Context: an optimization exercise on an open-source flow, tuned for small area, a short achievable clock period and few clock cycles per item. The choices shown serve that exercise and are no tape-out recipe.
Where RTL was checked, it was by simulation tests only, not by an equivalence proof against the original.

==> zinc: inputs <==
## des_core
module des_core (
    input  wire        clk_i,
    input  wire        reset_i,
    input  wire        mode_i,
    input  wire        valid_i,
    input  wire        accept_i,
    input  wire [63:0] key_i,
    input  wire [63:0] data_i,
    output wire        accept_o,
    output wire [63:0] data_o_o,
    output wire        valid_o_o
);
clock: 4.8 ns
lec_check: 0
abc_area: 1
cap_margin: 20
core_margin: 2
core_utilization: 40
cts_buf_list: sky130_fd_sc_hd__clkbuf_8
setup_slack_margin: 2.6
slew_margin: 20
standard.sh (not shown) runs the stock make flow with config.mk's settings and CLKGATE_MAP_FILE= SYNTH_SCRIPT=/design/flow/synth_recipe.tcl, a recipe that flattens the netlist after the stock synthesis.
==> flow/flow/run.sh <==
#!/bin/bash
# Standard ORFS layout with three changes:
#  - synthesis maps the logic with ABC script abc_map.script (choice-based
#    mapping with area recovery) instead of ORFS's;
#  - XOR/AND pairs are left to ABC (no half-adder extraction);
#  - ports get plain buffers instead of the resizer's default pick (a delay cell).
# The tools' output goes to standard.log; ORFS's own logs stay under orfs/logs.
set -euo pipefail
here=$(pwd)
{
  echo "proc abc {args} {"
  echo "  set i [lsearch -exact \$args -script]"
  echo "  if {\$i >= 0} { lset args [expr {\$i + 1}] $here/flow/abc_map.script }"
  echo "  yosys abc {*}\$args"
  echo "}"
  cat synth_recipe.tcl
} > my_synth.tcl
bash standard.sh "SYNTH_SCRIPT=$here/my_synth.tcl" "ADDER_MAP_FILE=" \
  "BUFFER_PORTS_ARGS=-buffer_cell sky130_fd_sc_hd__buf_1" finish > standard.log 2>&1
==> flow/flow/abc_map.script <==
strash
dch -f
map
strash
dch -f
map
topo
stime -c
==> lagoon (differences from zinc) <==
--- a/flow/design.v
+++ b/flow/design.v
@@ -230,17 +230,18 @@
     assign valid_o_o = vld;
     assign data_o_o  = des_fp({r_q, l_q});
     wire load = valid_i && accept_o;
     wire [31:0] r_new = l_q ^ des_feistel(r_q, des_pc2({c_q, d_q}));
     wire [63:0] ip    = des_ip(data_i);
-    wire        upd   = busy || !vld || accept_i;
-    wire [31:0] l_nx  = busy ? r_q   : ip[63:32];
-    wire [31:0] r_nx  = busy ? r_new : ip[31:0];
-    wire [31:0] upd_v = {32{upd}};
     always @(posedge clk_i) begin
-        l_q <= (l_nx & upd_v) | (l_q & ~upd_v);
-        r_q <= (r_nx & upd_v) | (r_q & ~upd_v);
+        if (busy) begin
+            l_q <= r_q;
+            r_q <= r_new;
+        end else if (!vld || accept_i) begin
+            l_q <= ip[63:32];
+            r_q <= ip[31:0];
+        end
     end
     wire [55:0] cd0 = des_pc1(key_i);
     wire [27:0] c0  = cd0[55:28];
     wire [27:0] d0  = cd0[27:0];
     always @(posedge clk_i) begin
@@ -258,34 +259,31 @@
         end else begin
             c_q <= one ? {c_q[26:0], c_q[27]} : {c_q[25:0], c_q[27:26]};
             d_q <= one ? {d_q[26:0], d_q[27]} : {d_q[25:0], d_q[27:26]};
         end
     end
-    always @(posedge clk_i) begin
-        if (busy) begin
-            cnt <= cnt + 4'd1;
-            one <= (cnt == 4'd6) || (cnt == 4'd13);
-        end else begin
-            cnt <= 4'd0;
-            one <= 1'b1;
-            dec <= mode_i;
-        end
-    end
     always @(posedge clk_i or negedge reset_i) begin
         if (!reset_i) begin
             idle <= 1'b1;
             busy <= 1'b0;
             vld  <= 1'b0;
+            cnt  <= 4'd0;
+            dec  <= 1'b0;
+            one  <= 1'b0;
         end else if (busy) begin
+            cnt <= cnt + 4'd1;
+            one <= (cnt == 4'd6) || (cnt == 4'd13);
             if (cnt == 4'd15) begin
                 busy <= 1'b0;
                 vld  <= 1'b1;
             end
         end else if (load) begin
             idle <= 1'b0;
             busy <= 1'b1;
             vld  <= 1'b0;
+            dec  <= mode_i;
+            one  <= 1'b1;
         end else if (vld && accept_i) begin
             idle <= 1'b1;
             vld  <= 1'b0;
         end
     end
==> flow/run.sh (new file) <==
#!/bin/bash
# synth_recipe.tcl (not shown) runs the flow's synth.tcl, then flattens the netlist and writes it again
# the make line also repeats each setting of config.mk as NAME=value (left out here)
make -C /OpenROAD-flow-scripts/flow DESIGN_CONFIG=/design/flow/config.mk WORK_HOME=/design/flow/orfs CLKGATE_MAP_FILE= SYNTH_SCRIPT=/design/flow/synth_recipe.tcl finish
Settings changed: SETUP_SLACK_MARGIN 2.6 to 0.3.
removed: flow/flow/run.sh
removed: flow/flow/abc_map.script
removed: flow/standard.sh
==> ember (differences from zinc) <==
--- a/flow/design.v
+++ b/flow/design.v
@@ -219,73 +219,86 @@
     reg         idle;       
     reg         busy;       
     reg         vld;        
     reg  [3:0]  cnt;        
     reg         dec;
-    reg         one;        
     reg  [31:0] l_q;
     reg  [31:0] r_q;
     reg  [27:0] c_q;        
     reg  [27:0] d_q;
     assign accept_o  = idle || (vld && accept_i);
     assign valid_o_o = vld;
     assign data_o_o  = des_fp({r_q, l_q});
     wire load = valid_i && accept_o;
     wire [31:0] r_new = l_q ^ des_feistel(r_q, des_pc2({c_q, d_q}));
     wire [63:0] ip    = des_ip(data_i);
-    wire        upd   = busy || !vld || accept_i;
-    wire [31:0] l_nx  = busy ? r_q   : ip[63:32];
-    wire [31:0] r_nx  = busy ? r_new : ip[31:0];
-    wire [31:0] upd_v = {32{upd}};
     always @(posedge clk_i) begin
-        l_q <= (l_nx & upd_v) | (l_q & ~upd_v);
-        r_q <= (r_nx & upd_v) | (r_q & ~upd_v);
+        if (busy) begin
+            l_q <= r_q;
+            r_q <= r_new;
+        end else if (!vld || accept_i) begin
+            l_q <= ip[63:32];
+            r_q <= ip[31:0];
+        end
     end
     wire [55:0] cd0 = des_pc1(key_i);
     wire [27:0] c0  = cd0[55:28];
     wire [27:0] d0  = cd0[27:0];
+    reg         sl1, sl2, sr1, sr2;
+    wire        ld_d = !busy &&  mode_i;
+    wire        ld_e = !busy && !mode_i;
+    function automatic [27:0] key_next(input [27:0] x, input [27:0] x0,
+                                       input l1, input l2, input r1, input r2,
+                                       input ld, input le);
+        key_next = ({28{l1}} & {x[26:0], x[27]})    | ({28{l2}} & {x[25:0], x[27:26]})
+                 | ({28{r1}} & {x[0], x[27:1]})     | ({28{r2}} & {x[1:0], x[27:2]})
+                 | ({28{ld}} & x0)                  | ({28{le}} & {x0[26:0], x0[27]});
+    endfunction
     always @(posedge clk_i) begin
-        if (!busy) begin
-            if (mode_i) begin
-                c_q <= c0;
-                d_q <= d0;
-            end else begin
-                c_q <= {c0[26:0], c0[27]};
-                d_q <= {d0[26:0], d0[27]};
-            end
-        end else if (dec) begin
-            c_q <= one ? {c_q[0], c_q[27:1]} : {c_q[1:0], c_q[27:2]};
-            d_q <= one ? {d_q[0], d_q[27:1]} : {d_q[1:0], d_q[27:2]};
-        end else begin
-            c_q <= one ? {c_q[26:0], c_q[27]} : {c_q[25:0], c_q[27:26]};
-            d_q <= one ? {d_q[26:0], d_q[27]} : {d_q[25:0], d_q[27:26]};
-        end
+        c_q <= key_next(c_q, c0, sl1, sl2, sr1, sr2, ld_d, ld_e);
+        d_q <= key_next(d_q, d0, sl1, sl2, sr1, sr2, ld_d, ld_e);
     end
     always @(posedge clk_i) begin
         if (busy) begin
             cnt <= cnt + 4'd1;
-            one <= (cnt == 4'd6) || (cnt == 4'd13);
         end else begin
             cnt <= 4'd0;
-            one <= 1'b1;
             dec <= mode_i;
         end
     end
+    wire one = (cnt == 4'd6) || (cnt == 4'd13);
     always @(posedge clk_i or negedge reset_i) begin
         if (!reset_i) begin
             idle <= 1'b1;
             busy <= 1'b0;
             vld  <= 1'b0;
+            sl1  <= 1'b0;
+            sl2  <= 1'b0;
+            sr1  <= 1'b0;
+            sr2  <= 1'b0;
         end else if (busy) begin
             if (cnt == 4'd15) begin
                 busy <= 1'b0;
                 vld  <= 1'b1;
+                sl1  <= 1'b0;
+                sl2  <= 1'b0;
+                sr1  <= 1'b0;
+                sr2  <= 1'b0;
+            end else begin
+                sl1  <= !dec &&  one;
+                sl2  <= !dec && !one;
+                sr1  <=  dec &&  one;
+                sr2  <=  dec && !one;
             end
         end else if (load) begin
             idle <= 1'b0;
             busy <= 1'b1;
             vld  <= 1'b0;
+            sl1  <= !mode_i;
+            sl2  <= 1'b0;
+            sr1  <=  mode_i;
+            sr2  <= 1'b0;
         end else if (vld && accept_i) begin
             idle <= 1'b1;
             vld  <= 1'b0;
         end
     end
==> flow/flow/abc_map.script (replaced) <==
strash
&get -n
&st
&dch
&nf
&put
strash
dch -f
map
topo
stime -c
Settings changed: SETUP_SLACK_MARGIN 2.6 to 2.3.
==> notes.md <==
lagoon finished clean. zinc produced a clean layout. ember completed with no timing, DRC or antenna violations.
Worst setup slack, lowest first: lagoon, ember, zinc.
The highest global-route usage belongs to ember, the lowest to lagoon.
Design area: lagoon > zinc > ember.
Worst hold slack: zinc is lower than ember (0.083 ns).
The highest synthesized cell count belongs to lagoon, the lowest to ember.
Area after synthesis, highest first: lagoon, zinc, ember.
Between lagoon and ember, the lower cell count is in ember (gap 26%, measured against ember).
Testbench counts of ember, summed over its fixed seeds: cycles 8,712, items 512.
The RTL of zinc and lagoon was laid out without a check of its function.

[separate check: timing with driven ports]
How much do the figures lean on ideal ports? The routed layouts below were timed once more, with nothing changed but the port constraints.
Step 1 (the two cells are an assumption about what drives the block):
set clk [get_ports {clk_i}]
set_driving_cell -lib_cell sky130_fd_sc_hd__clkbuf_16 $clk
set_driving_cell -lib_cell sky130_fd_sc_hd__buf_2 [delete_from_list [all_inputs] $clk]
Step 2 moves the port delays by t, midway between the first and last clock arrival at a register: inputs arrive t later, outputs are due t later. That takes back most of the time a late clock gives input paths.
Slacks: ideal / step 1 / step 2; pairs: ideal / step 1.
| run | t (ns) | setup slack, ns | latest minus earliest clock arrival (ns) | worst data-port slew with drivers (ns) | cell pins on the clock port's net |
|---|---|---|---|---|---|
| zinc | 0.504 | 2.463 / 2.421 / 2.136 | 0.023 / 0.023 | 0.08 | 1 |
| lagoon | 0.519 | 1.588 / 1.556 / 1.556 | 0.026 / 0.026 | 0.07 | 1 |
| ember | 0.499 | 2.362 / 2.318 / 2.025 | 0.019 / 0.019 | 0.07 | 1 |
After both steps setup and hold are still met in every run listed. For ember, which loses most, drivers alone change the setup slack by -0.044 ns; drivers and shift together by -0.337 ns.
